From an optimization exercise on the open Yosys and OpenROAD flow, aimed at small area; shortcuts taken in it are not production practice.
Only simulation tests tie the RTL to the original design; equivalence was not proved.
Power and IR drop assume default switching activity. The flow treats the clock pin as an ideal source, which a real chip does not have.

Setup of run A:
==> flow/design.v <==
module ram_burst_ctrl #(
  parameter int DATA_W = 32,
  parameter int ADDR_W = 9,
  parameter int BURST  = 16
) (
  input  logic                       clk,
  input  logic                       rst,
  input  logic                       cmd_valid,
  output logic                       cmd_ready,
  input  logic                       cmd_we,
  input  logic [ADDR_W-1:0]          cmd_addr,
  input  logic [5:0]                 cmd_len,
  input  logic                       wr_valid,
  output logic                       wr_ready,
  input  logic [DATA_W-1:0]          wr_data,
  output logic                       rd_valid,
  input  logic                       rd_ready,
  output logic [DATA_W-1:0]          rd_data,
  output logic                       rd_last,
  output logic                       busy,
  output logic                       done,
  output logic                       err,
  output logic                       ram_we,
  output logic [ADDR_W-1:0]          ram_addr,
  output logic [$clog2(BURST)-1:0]   ram_cnt,
  output logic [DATA_W*BURST-1:0]    ram_wdata,
  input  logic [DATA_W*BURST-1:0]    ram_rdata
);
  localparam logic [2:0] S_IDLE   = 3'd0;
  localparam logic [2:0] S_WFILL  = 3'd2;
  localparam logic [2:0] S_WBURST = 3'd6;
  localparam logic [2:0] S_RISSUE = 3'd1;
  localparam logic [2:0] S_RWAIT  = 3'd3;
  localparam logic [2:0] S_RDRAIN = 3'd5;
  logic [2:0]        r_state;
  logic [ADDR_W:0]   r_addr;    
  logic [5:0]        r_left;    
  logic [3:0]        r_idx;     
  logic              r_ended;   
  logic              r_err;
  logic [DATA_W-1:0] r_wbuf [BURST-1];
  logic [DATA_W-1:0] r_wlast;
  function automatic logic [4:0] f_inc4(input logic [3:0] x, input logic ci);
    logic c;
    c = ci;
    for (int i = 0; i < 4; i++) begin
      f_inc4[i] = x[i] ^ c;
      c = c & x[i];
    end
    f_inc4[4] = c;
  endfunction
  function automatic logic [5:0] f_inc6(input logic [5:0] x, input logic ci);
    logic c;
    c = ci;
    for (int i = 0; i < 6; i++) begin
      f_inc6[i] = x[i] ^ c;
      c = c & x[i];
    end
  endfunction
  function automatic logic [5:0] f_dec6(input logic [5:0] x, input logic bi);
    logic b;
    b = bi;
    for (int i = 0; i < 6; i++) begin
      f_dec6[i] = x[i] ^ b;
      b = b & ~x[i];
    end
  endfunction
  logic w_idle, w_fill, w_drain, w_wburst, w_accept;
  logic w_wr_hs, w_rd_hs, w_hs, w_last, w_wdone, w_idx15, w_chunk_end;
  logic w_cmd_oor, w_cnt_clamp;
  logic [4:0]      w_lo_inc;
  logic [ADDR_W:0] w_addr_inc;
  logic [3:0]      w_cnt;
  assign w_idle      = (r_state == S_IDLE);
  assign w_fill      = (r_state == S_WFILL);
  assign w_drain     = (r_state == S_RDRAIN);
  assign w_wburst    = (r_state == S_WBURST);
  assign w_accept    = w_idle && cmd_valid;
  assign w_wr_hs     = w_fill && wr_valid;
  assign w_rd_hs     = w_drain && rd_ready;
  assign w_hs        = w_wr_hs || w_rd_hs;
  assign w_last      = (r_left == '0);
  assign w_wdone     = r_left[5] && r_left[4];
  assign w_idx15     = (r_idx == 4'd15);
  assign w_chunk_end = w_idx15 || w_last;
  assign w_lo_inc   = f_inc4(r_addr[3:0], w_rd_hs);
  assign w_addr_inc = {f_inc6(r_addr[ADDR_W:4], w_lo_inc[4] | r_ended), w_lo_inc[3:0]};
  always_comb begin
    logic c;
    c = 1'b0;
    for (int i = 0; i < 6; i++) c = (cmd_addr[i] & cmd_len[i]) | (c & cmd_addr[i]) | (c & cmd_len[i]);
    w_cmd_oor = c & (&cmd_addr[8:6]);
  end
  always_ff @(posedge clk) begin
    if (rst) begin
      r_state <= S_IDLE;
      r_ended <= 1'b0;
      r_err   <= 1'b0;
    end else begin
      r_ended <= w_wburst || (w_rd_hs && w_last);
      case (r_state)
        S_IDLE: begin
          if (cmd_valid) begin
            r_err   <= w_cmd_oor;
            r_state <= cmd_we ? S_WFILL : S_RISSUE;
          end
        end
        S_WFILL:  if (wr_valid && w_chunk_end) r_state <= S_WBURST;
        S_WBURST: begin
          r_state <= w_wdone ? S_IDLE : S_WFILL;
        end
        S_RISSUE: r_state <= S_RWAIT;
        S_RWAIT:  r_state <= S_RDRAIN;
        S_RDRAIN: begin
          if (rd_ready) begin
            if (w_last) begin
              r_state <= S_IDLE;
            end else if (w_idx15) begin
              r_state <= S_RISSUE;
            end
          end
        end
        default: r_state <= S_IDLE;
      endcase
    end
  end
  always_ff @(posedge clk) begin
    r_addr <= w_accept ? {1'b0, cmd_addr} : w_addr_inc;
    r_left <= w_accept ? cmd_len : f_dec6(r_left, w_hs);
    r_idx  <= w_accept ? 4'd0 : f_inc4(r_idx, w_hs);
  end
  generate
    for (genvar gi = 0; gi < BURST - 1; gi++) begin : g_word
      always_ff @(posedge clk)
        if (w_wr_hs && (r_idx == gi)) r_wbuf[gi] <= wr_data;
      assign ram_wdata[gi*DATA_W +: DATA_W] = r_wbuf[gi];
    end
  endgenerate
  always_ff @(posedge clk) r_wlast <= wr_data;
  assign ram_wdata[(BURST-1)*DATA_W +: DATA_W] = r_wlast;
  assign w_cnt = {r_idx[3] ^ ~(r_idx[2] | r_idx[1] | r_idx[0]), r_idx[2] ^ ~(r_idx[1] | r_idx[0]),
                  ~(r_idx[1] ^ r_idx[0]), ~r_idx[0]};
  always_comb begin
    logic c;
    c = 1'b0;
    for (int i = 0; i < 4; i++) c = (r_addr[i] & w_cnt[i]) | (c & (r_addr[i] | w_cnt[i]));
    w_cnt_clamp = c & (&r_addr[ADDR_W-1:4]) & w_wburst;
  end
  assign cmd_ready = w_idle;
  assign busy      = !w_idle;
  assign wr_ready  = w_fill;
  assign rd_valid  = w_drain;
  assign rd_data   = r_addr[ADDR_W] ? '0 : ram_rdata[DATA_W-1:0];
  assign rd_last   = w_last;
  assign done      = w_idle && r_ended;
  assign err       = r_err;
  assign ram_we    = w_wburst && !r_addr[ADDR_W];
  assign ram_addr  = w_addr_inc[ADDR_W-1:0];
  assign ram_cnt   = w_cnt_clamp ? ~r_addr[3:0] : (w_cnt & {4{w_wburst}});
endmodule
==> flow/config.mk <==
export PLATFORM = sky130hd
export DESIGN_NAME = ram_burst_ctrl
export DESIGN_NICKNAME = ram_burst_ctrl
export VERILOG_FILES = /design/flow/design.v
export SDC_FILE = /design/flow/constraint.sdc
export NUM_CORES = 4
export LEC_CHECK = 0
export CAP_MARGIN = 10
export CORE_AREA = 4 4 181 181
export DIE_AREA = 0 0 185 185
export SLEW_MARGIN = 10
==> flow/constraint.sdc <==
create_clock -name core_clock -period 7.0 [get_ports {clk}]
set_input_delay 1.4000 -clock core_clock [delete_from_list [all_inputs] [get_ports {clk}]]
set_output_delay 1.4000 -clock core_clock [all_outputs]
set_load 0.01 [all_outputs]
standard.sh (not shown) runs the stock make flow with config.mk's settings and CLKGATE_MAP_FILE= SYNTH_SCRIPT=/design/flow/synth_recipe.tcl, a recipe that flattens the netlist after the stock synthesis.
==> flow/flow/run.sh <==
#!/bin/bash
# Layout flow: the standard ORFS flow (standard.sh) with these changes, none of which
# touches the registers, the constraints or the measurement:
#  - synthesis maps all the logic, adders included, with an area-oriented ABC script
#    (flow/abc_area.script, used through a copy of the ORFS scripts folder) instead of
#    extracting half adders first; registers are mapped before ABC runs, so they are exactly
#    the standard synthesis's;
#  - the buffers ABC inserted are removed before placement;
#  - after placement's repair_design, flow/downsize.tcl gives each gate and buffer it (or ABC)
#    sized up the smallest drive strength that still meets every slew and capacitance limit
#    with margin (registers and clock cells untouched);
#  - every port still gets a buffer, made from the smallest buffer cell (buf_1);
#  - pins may sit one routing track apart, so a small die holds all 1132 ports;
#  - the clock tree uses clkbuf_16 leaves driving up to 30 registers each, clkbuf_8 above
#    them, and no dummy loads.
# Each tool's full output goes to ORFS's per-step logs under orfs/logs/ and to the *.log
# files written here.
set -e
rm -rf scripts_abc
cp -r "$FLOW_HOME/scripts" scripts_abc
cp flow/abc_area.script scripts_abc/abc_area.script
export BUFFER_PORTS_ARGS="-buffer_cell sky130_fd_sc_hd__buf_1"
export PLACE_PINS_ARGS="-min_distance 1 -min_distance_in_tracks"
export REMOVE_ABC_BUFFERS=1
export POST_RESIZE_TCL="$(pwd)/flow/downsize.tcl"
export CTS_ARGS="-sink_clustering_enable -repair_clock_nets -dont_use_dummy_load -buf_list sky130_fd_sc_hd__clkbuf_16 -tree_buf sky130_fd_sc_hd__clkbuf_8 -root_buf sky130_fd_sc_hd__clkbuf_8 -sink_clustering_size 30 -sink_clustering_max_diameter 85"
bash standard.sh ABC_AREA=1 SCRIPTS_DIR="$(pwd)/scripts_abc" ADDER_MAP_FILE= synth > standard_synth.log 2>&1
bash standard.sh > standard.log 2>&1
==> flow/flow/abc_area.script <==
strash
dch
amap
topo
==> flow/flow/downsize.tcl <==
# After repair_design: gates and buffers that repair_design (or ABC) sized up may not need
# it once buffers sit on their long nets. Give each the smallest drive strength that keeps
# every slew and capacitance limit met with margin, and setup slack ample, under placement
# parasitics. Registers and clock cells are left alone.
proc ds_state {} {
  estimate_parasitics -placement
  return [list [sta::max_slew_violation_count] [sta::max_capacitance_violation_count] \
            [sta::max_slew_check_slack_limit] [sta::worst_slack -max]]
}
proc ds_ok {now base} {
  return [expr {[lindex $now 0] <= [lindex $base 0] && [lindex $now 1] <= [lindex $base 1] &&
                [lindex $now 2] >= min([lindex $base 2], 0.1) && [lindex $now 3] >= 1.0}]
}
set ds_base [ds_state]
puts "downsize: before (slew viol, cap viol, worst slew slack ratio, setup wns): $ds_base"
foreach inst [get_cells *] {
  set master [get_property $inst ref_name]
  if {![regexp {^(sky130_fd_sc_hd__[a-z0-9]+)_([0-9]+)$} $master -> base size]} { continue }
  if {$size <= 1} { continue }
  if {[regexp {df|dl|clk|conb|tap|fill|decap|diode} $base]} { continue }
  set name [get_full_name $inst]
  foreach s {1 2} {
    if {$s >= $size} { break }
    set small "${base}_$s"
    if {[get_lib_cells -quiet */$small] == ""} { continue }
    replace_cell [get_cells $name] [get_lib_cells */$small]
    if {[ds_ok [ds_state] $ds_base]} {
      puts "downsize: $name $master -> $small"
      break
    }
    replace_cell [get_cells $name] [get_lib_cells */$master]
  }
}
puts "downsize: after [ds_state]"
### run A -> run B
==> flow/flow/run.sh <==
#!/bin/bash
# Layout flow: the standard ORFS flow (standard.sh) with these changes, none of which
# touches the registers, the constraints or the measurement:
#  - synthesis maps the logic with an area-oriented ABC script (flow/abc_area.script, used
#    through a copy of the ORFS scripts folder); registers are mapped before ABC runs, so
#    they are exactly the standard synthesis's;
#  - the buffers ABC inserted are removed before placement;
#  - after placement's repair_design, flow/downsize.tcl gives each gate and buffer it (or ABC)
#    sized up the smallest drive strength that still meets every slew and capacitance limit
#    with margin (registers and clock cells untouched);
#  - every port still gets a buffer, made from the smallest buffer cell (buf_1);
#  - pins may sit one routing track apart, so a small die holds all 1132 ports;
#  - the clock tree uses clkbuf_16 leaves driving up to 30 registers each, with no dummy loads.
# Each tool's full output goes to ORFS's per-step logs under orfs/logs/ and to the *.log
# files written here.
set -e
rm -rf scripts_abc
cp -r "$FLOW_HOME/scripts" scripts_abc
cp flow/abc_area.script scripts_abc/abc_area.script
export BUFFER_PORTS_ARGS="-buffer_cell sky130_fd_sc_hd__buf_1"
export PLACE_PINS_ARGS="-min_distance 1 -min_distance_in_tracks"
export REMOVE_ABC_BUFFERS=1
export POST_RESIZE_TCL="$(pwd)/flow/downsize.tcl"
export CTS_ARGS="-sink_clustering_enable -repair_clock_nets -dont_use_dummy_load -buf_list sky130_fd_sc_hd__clkbuf_16 -sink_clustering_size 30 -sink_clustering_max_diameter 85"
bash standard.sh ABC_AREA=1 SCRIPTS_DIR="$(pwd)/scripts_abc" synth > standard_synth.log 2>&1
bash standard.sh > standard.log 2>&1
Findings:
- Share of synthesized area occupied by flip-flops and latches down 0.33 points in run B wrt run A
- Net count of the finished layout for run B: about 0.55% down relative to run A
- Cells: run B has fewer instances than run A
- Destination of the critical timing path = ram_cnt[2]: run A; destination of the critical timing path = ram_cnt[1]: run B
- Power: run B draws more than run A
- Looking only at final worst slack, and setting everything else aside, the higher value of run A and run B goes to run A.
- Looking only at sum of net half-perimeters after detailed placement, and setting everything else aside, the lower value of run A and run B goes to run B.
Inputs modified between run B and run C:
--- a/flow/flow/run.sh
+++ b/flow/flow/run.sh
@@ -7,5 +7,2 @@
 #  - the buffers ABC inserted are removed before placement;
-#  - after placement's repair_design, flow/downsize.tcl gives each gate and buffer it (or ABC)
-#    sized up the smallest drive strength that still meets every slew and capacitance limit
-#    with margin (registers and clock cells untouched);
 #  - every port still gets a buffer, made from the smallest buffer cell (buf_1);
@@ -22,4 +19,3 @@
 export REMOVE_ABC_BUFFERS=1
-export POST_RESIZE_TCL="$(pwd)/flow/downsize.tcl"
-export CTS_ARGS="-sink_clustering_enable -repair_clock_nets -dont_use_dummy_load -buf_list sky130_fd_sc_hd__clkbuf_16 -sink_clustering_size 30 -sink_clustering_max_diameter 85"
+export CTS_ARGS="-sink_clustering_enable -repair_clock_nets -dont_use_dummy_load -buf_list sky130_fd_sc_hd__clkbuf_16 -sink_clustering_size 30 -sink_clustering_max_diameter 95"
 bash standard.sh ABC_AREA=1 SCRIPTS_DIR="$(pwd)/scripts_abc" synth > standard_synth.log 2>&1
removed: flow/flow/downsize.tcl
==> notes.md <==
- Comparing run C and run B, total number of vias is higher on run C.
- Run C against run B: minimum setup slack after placement stayed essentially flat; first-iteration DRC count lower.
## Diff of input files: run D against run C
==> flow/flow/run.sh <==
#!/bin/bash
# Standard layout, with the port buffers made from the smallest buffer cell and a leaner clock tree.
set -e
export BUFFER_PORTS_ARGS="-buffer_cell sky130_fd_sc_hd__buf_1"
export PLACE_PINS_ARGS="-min_distance 1 -min_distance_in_tracks"
export REMOVE_ABC_BUFFERS=1
export CTS_ARGS="-sink_clustering_enable -repair_clock_nets -dont_use_dummy_load -buf_list sky130_fd_sc_hd__clkbuf_16 -sink_clustering_size 30 -sink_clustering_max_diameter 95"
bash standard.sh > standard.log 2>&1
removed: flow/flow/abc_area.script
Findings:
A timing startpoint of the critical path of r_idx[0] is what run C shows, while rd_ready belongs to run D. Against run C, post-layout worst setup margin in run D came out worse. Run D vs run C: wire length up by a little under 10%. Post-route worst hold slack: run C and run D compared, higher one is run C. NOTE: number of antenna cells inserted in run D exceeds that of run C.

---

== run 1 ==
Starts from the design.v that is shown in full above.
Settings: LEC_CHECK=0, CAP_MARGIN=10, CORE_AREA=4 4 181 181, DIE_AREA=0 0 185 185, SLEW_MARGIN=10; clock period 7.0 ns.
==> flow/flow/run.sh <==
#!/bin/bash
# Standard layout, with the port buffers made from the smallest buffer cell and a leaner clock tree.
set -e
export BUFFER_PORTS_ARGS="-buffer_cell sky130_fd_sc_hd__buf_1"
export PLACE_PINS_ARGS="-min_distance 1 -min_distance_in_tracks"
export REMOVE_ABC_BUFFERS=1
export CTS_ARGS="-sink_clustering_enable -repair_clock_nets -dont_use_dummy_load -buf_list sky130_fd_sc_hd__clkbuf_16 -sink_clustering_size 28 -sink_clustering_max_diameter 110"
bash standard.sh > standard.log 2>&1
[inputs] run 2 vs run 1
==> flow/flow/run.sh <==
#!/bin/bash
# Layout flow: the standard ORFS flow (standard.sh) with these changes, none of which
# touches the registers, the constraints or the measurement:
#  - synthesis maps the logic with an area-oriented ABC script (flow/abc_area.script, used
#    through a copy of the ORFS scripts folder); registers are mapped before ABC runs, so
#    they are exactly the standard synthesis's;
#  - the buffers ABC inserted are removed before placement;
#  - every port still gets a buffer, made from the smallest buffer cell (buf_1);
#  - pins may sit one routing track apart, so a small die holds all 1132 ports;
#  - the clock tree uses clkbuf_16 leaves driving up to 30 registers each, with no dummy loads.
# Each tool's full output goes to ORFS's per-step logs under orfs/logs/ and to the *.log
# files written here.
set -e
rm -rf scripts_abc
cp -r "$FLOW_HOME/scripts" scripts_abc
cp flow/abc_area.script scripts_abc/abc_area.script
export BUFFER_PORTS_ARGS="-buffer_cell sky130_fd_sc_hd__buf_1"
export PLACE_PINS_ARGS="-min_distance 1 -min_distance_in_tracks"
export REMOVE_ABC_BUFFERS=1
export CTS_ARGS="-sink_clustering_enable -repair_clock_nets -dont_use_dummy_load -buf_list sky130_fd_sc_hd__clkbuf_16 -sink_clustering_size 30 -sink_clustering_max_diameter 100"
bash standard.sh ABC_AREA=1 SCRIPTS_DIR="$(pwd)/scripts_abc" synth > standard_synth.log 2>&1
bash standard.sh > standard.log 2>&1
==> flow/flow/abc_area.script (new file) <==
strash
dch
amap
topo
### Flow results
Summary — number of antenna violations at the first check in global routing, run 2 relative to run 1: lower, by 3.
Run 2 against run 1: starting utilization of the core area went down, cell count went down, fraction of layout instances using a drive strength above 1 went down.
Compared with run 1, in run 2 core area comparable, wire length on met2 now smaller, count of cell instances traversed by the critical path now smaller.
For run 2, the cell with the largest stage delay on the worst path was sky130_fd_sc_hd__a2111oi_1, unlike run 1, where it was sky130_fd_sc_hd__ha_1.
Setup changes, run 2 to run 3
- CORE_AREA changed from 4 4 181 181 to 4 4 188 188
- DIE_AREA changed from 0 0 185 185 to 0 0 192 192
==> flow/flow/run.sh <==
#!/bin/bash
# Standard layout, with the port buffers made from the smallest buffer cell and a leaner clock tree.
set -e
export BUFFER_PORTS_ARGS="-buffer_cell sky130_fd_sc_hd__buf_1"
export PLACE_PINS_ARGS="-min_distance 1 -min_distance_in_tracks"
export REMOVE_ABC_BUFFERS=1
export CTS_ARGS="-sink_clustering_enable -repair_clock_nets -dont_use_dummy_load -buf_list sky130_fd_sc_hd__clkbuf_16 -sink_clustering_size 30 -sink_clustering_max_diameter 95"
bash standard.sh > standard.log 2>&1
removed: flow/flow/abc_area.script
==> notes.md <==
The max-slew headroom at the worst pin reported for run 3 is smaller than that of run 2 by 13 points.
Area growth from synthesis to final layout, run 3 and run 2, lower one = run 3.
Vertical extent of the die | run 3 above run 2
Run 2 has a lower die area than run 3.
Against run 2 as the reference, run 3 delivers a higher site row count.
Slack of the critical path: run 3 worse than run 2
Summary — filler-free cell count of the finished design, run 3 relative to run 2: higher, by 57.
Diff run 2..run 3 | area share of fa/ha/maj cells after synthesis | negligible
Inputs modified between run 3 and run 4:
- changing CORE_AREA from 4 4 188 188 to 4 4 181 181
- changing DIE_AREA from 0 0 192 192 to 0 0 185 185
==> flow/flow/run.sh <==
#!/bin/bash
# Layout flow: the standard ORFS flow (standard.sh) with these changes, none of which
# touches the registers, the constraints or the measurement:
#  - synthesis maps the logic with an area-oriented ABC script (flow/abc_area.script, used
#    through a copy of the ORFS scripts folder); registers are mapped before ABC runs, so
#    they are exactly the standard synthesis's;
#  - the buffers ABC inserted are removed before placement;
#  - every port still gets a buffer, made from the smallest buffer cell (buf_1);
#  - pins may sit one routing track apart, so a small die holds all 1132 ports;
#  - the clock tree uses clkbuf_16 leaves driving up to 30 registers each, with no dummy loads.
# Each tool's full output goes to ORFS's per-step logs under orfs/logs/ and to the *.log
# files written here.
set -e
rm -rf scripts_abc
cp -r "$FLOW_HOME/scripts" scripts_abc
cp flow/abc_area.script scripts_abc/abc_area.script
export BUFFER_PORTS_ARGS="-buffer_cell sky130_fd_sc_hd__buf_1"
export PLACE_PINS_ARGS="-min_distance 1 -min_distance_in_tracks"
export REMOVE_ABC_BUFFERS=1
export CTS_ARGS="-sink_clustering_enable -repair_clock_nets -dont_use_dummy_load -buf_list sky130_fd_sc_hd__clkbuf_16 -sink_clustering_size 30 -sink_clustering_max_diameter 85"
bash standard.sh ABC_AREA=1 SCRIPTS_DIR="$(pwd)/scripts_abc" synth > standard_synth.log 2>&1
bash standard.sh > standard.log 2>&1
==> flow/flow/abc_area.script (new file) <==
strash
dch
amap
topo
Run 4 reached the end of the flow, and the finished layout is clean on the timing, design-rule and antenna checks. Run 3 has lower total power than run 4. Final cell area: run 4 below run 3. Compared with run 3, run 4 shows a lower number of placed instances, taps included. Run 4 improves on run 3 in minimum clock period. Run 4 vs run 3 on final worst slack: run 4 is the higher one. Across both runs, final weighted congestion in routability-driven placement was higher for run 4 than for run 3. Run 4 packs its core more tightly than run 3.
## Diff of input files: run 5 against run 4
==> flow/flow/run.sh <==
#!/bin/bash
# Standard layout, with the port buffers made from the smallest buffer cell and a leaner clock tree.
set -e
export BUFFER_PORTS_ARGS="-buffer_cell sky130_fd_sc_hd__buf_1"
export PLACE_PINS_ARGS="-min_distance 1 -min_distance_in_tracks"
export REMOVE_ABC_BUFFERS=1
export CTS_ARGS="-sink_clustering_enable -repair_clock_nets -dont_use_dummy_load -buf_list sky130_fd_sc_hd__clkbuf_16 -sink_clustering_size 30 -sink_clustering_max_diameter 110"
bash standard.sh > standard.log 2>&1
removed: flow/flow/abc_area.script
Findings:
Summary: total power, run 5 better than run 4. Via count: run 4 and run 5 compared, lower one is run 4. Run comparison: run 5 launching element of the worst setup path rd_ready; run 4 launching element of the worst setup path r_idx[0]. Row met1 track demand over resource: run 5 higher / run 4 lower.

-- port drivers added, routing unchanged --
In the flow no input, the clock included, has a driving cell. The finished layouts below were timed again as built, in two steps.
Step 1: set_driving_cell puts a clkbuf_16 on clk and a buf_2 on each other input, an assumption about the parent block.
Step 2 adds t to the input delays and takes it off the output delays; t is the mean of the earliest and latest rising clock arrival at the registers after step 1. Input paths then give back, and output paths get back, about the clock's delay inside the block.
a / b / c = ideal / step 1 / step 2; a / b = the first two.
run | t, ns | setup slack, ns | clock arrival spread, ns | cell pins on the clock port's net
run A | 0.663 | 1.940 / 1.893 / 1.904 | 0.021 / 0.020 | 1
run B | 0.603 | 1.757 / 1.705 / 1.717 | 0.020 / 0.019 | 1
run C | 0.589 | 1.803 / 1.733 / 1.733 | 0.041 / 0.041 | 1
run D | 0.595 | 1.761 / 1.693 / 1.693 | 0.043 / 0.044 | 1
run 1 | 0.596 | 1.767 / 1.706 / 1.706 | 0.058 / 0.058 | 1
run 2 | 0.589 | 1.803 / 1.733 / 1.733 | 0.041 / 0.041 | 1
run 3 | 0.587 | 1.699 / 1.648 / 1.648 | 0.030 / 0.029 | 1
run 4 | 0.593 | 1.822 / 1.736 / 1.736 | 0.053 / 0.053 | 1
run 5 | 0.593 | 1.768 / 1.698 / 1.698 | 0.043 / 0.043 | 1
After both steps setup and hold are still met in every run listed. For run 4, which loses most, drivers alone change the setup slack by -0.086 ns; drivers and shift together by -0.086 ns.
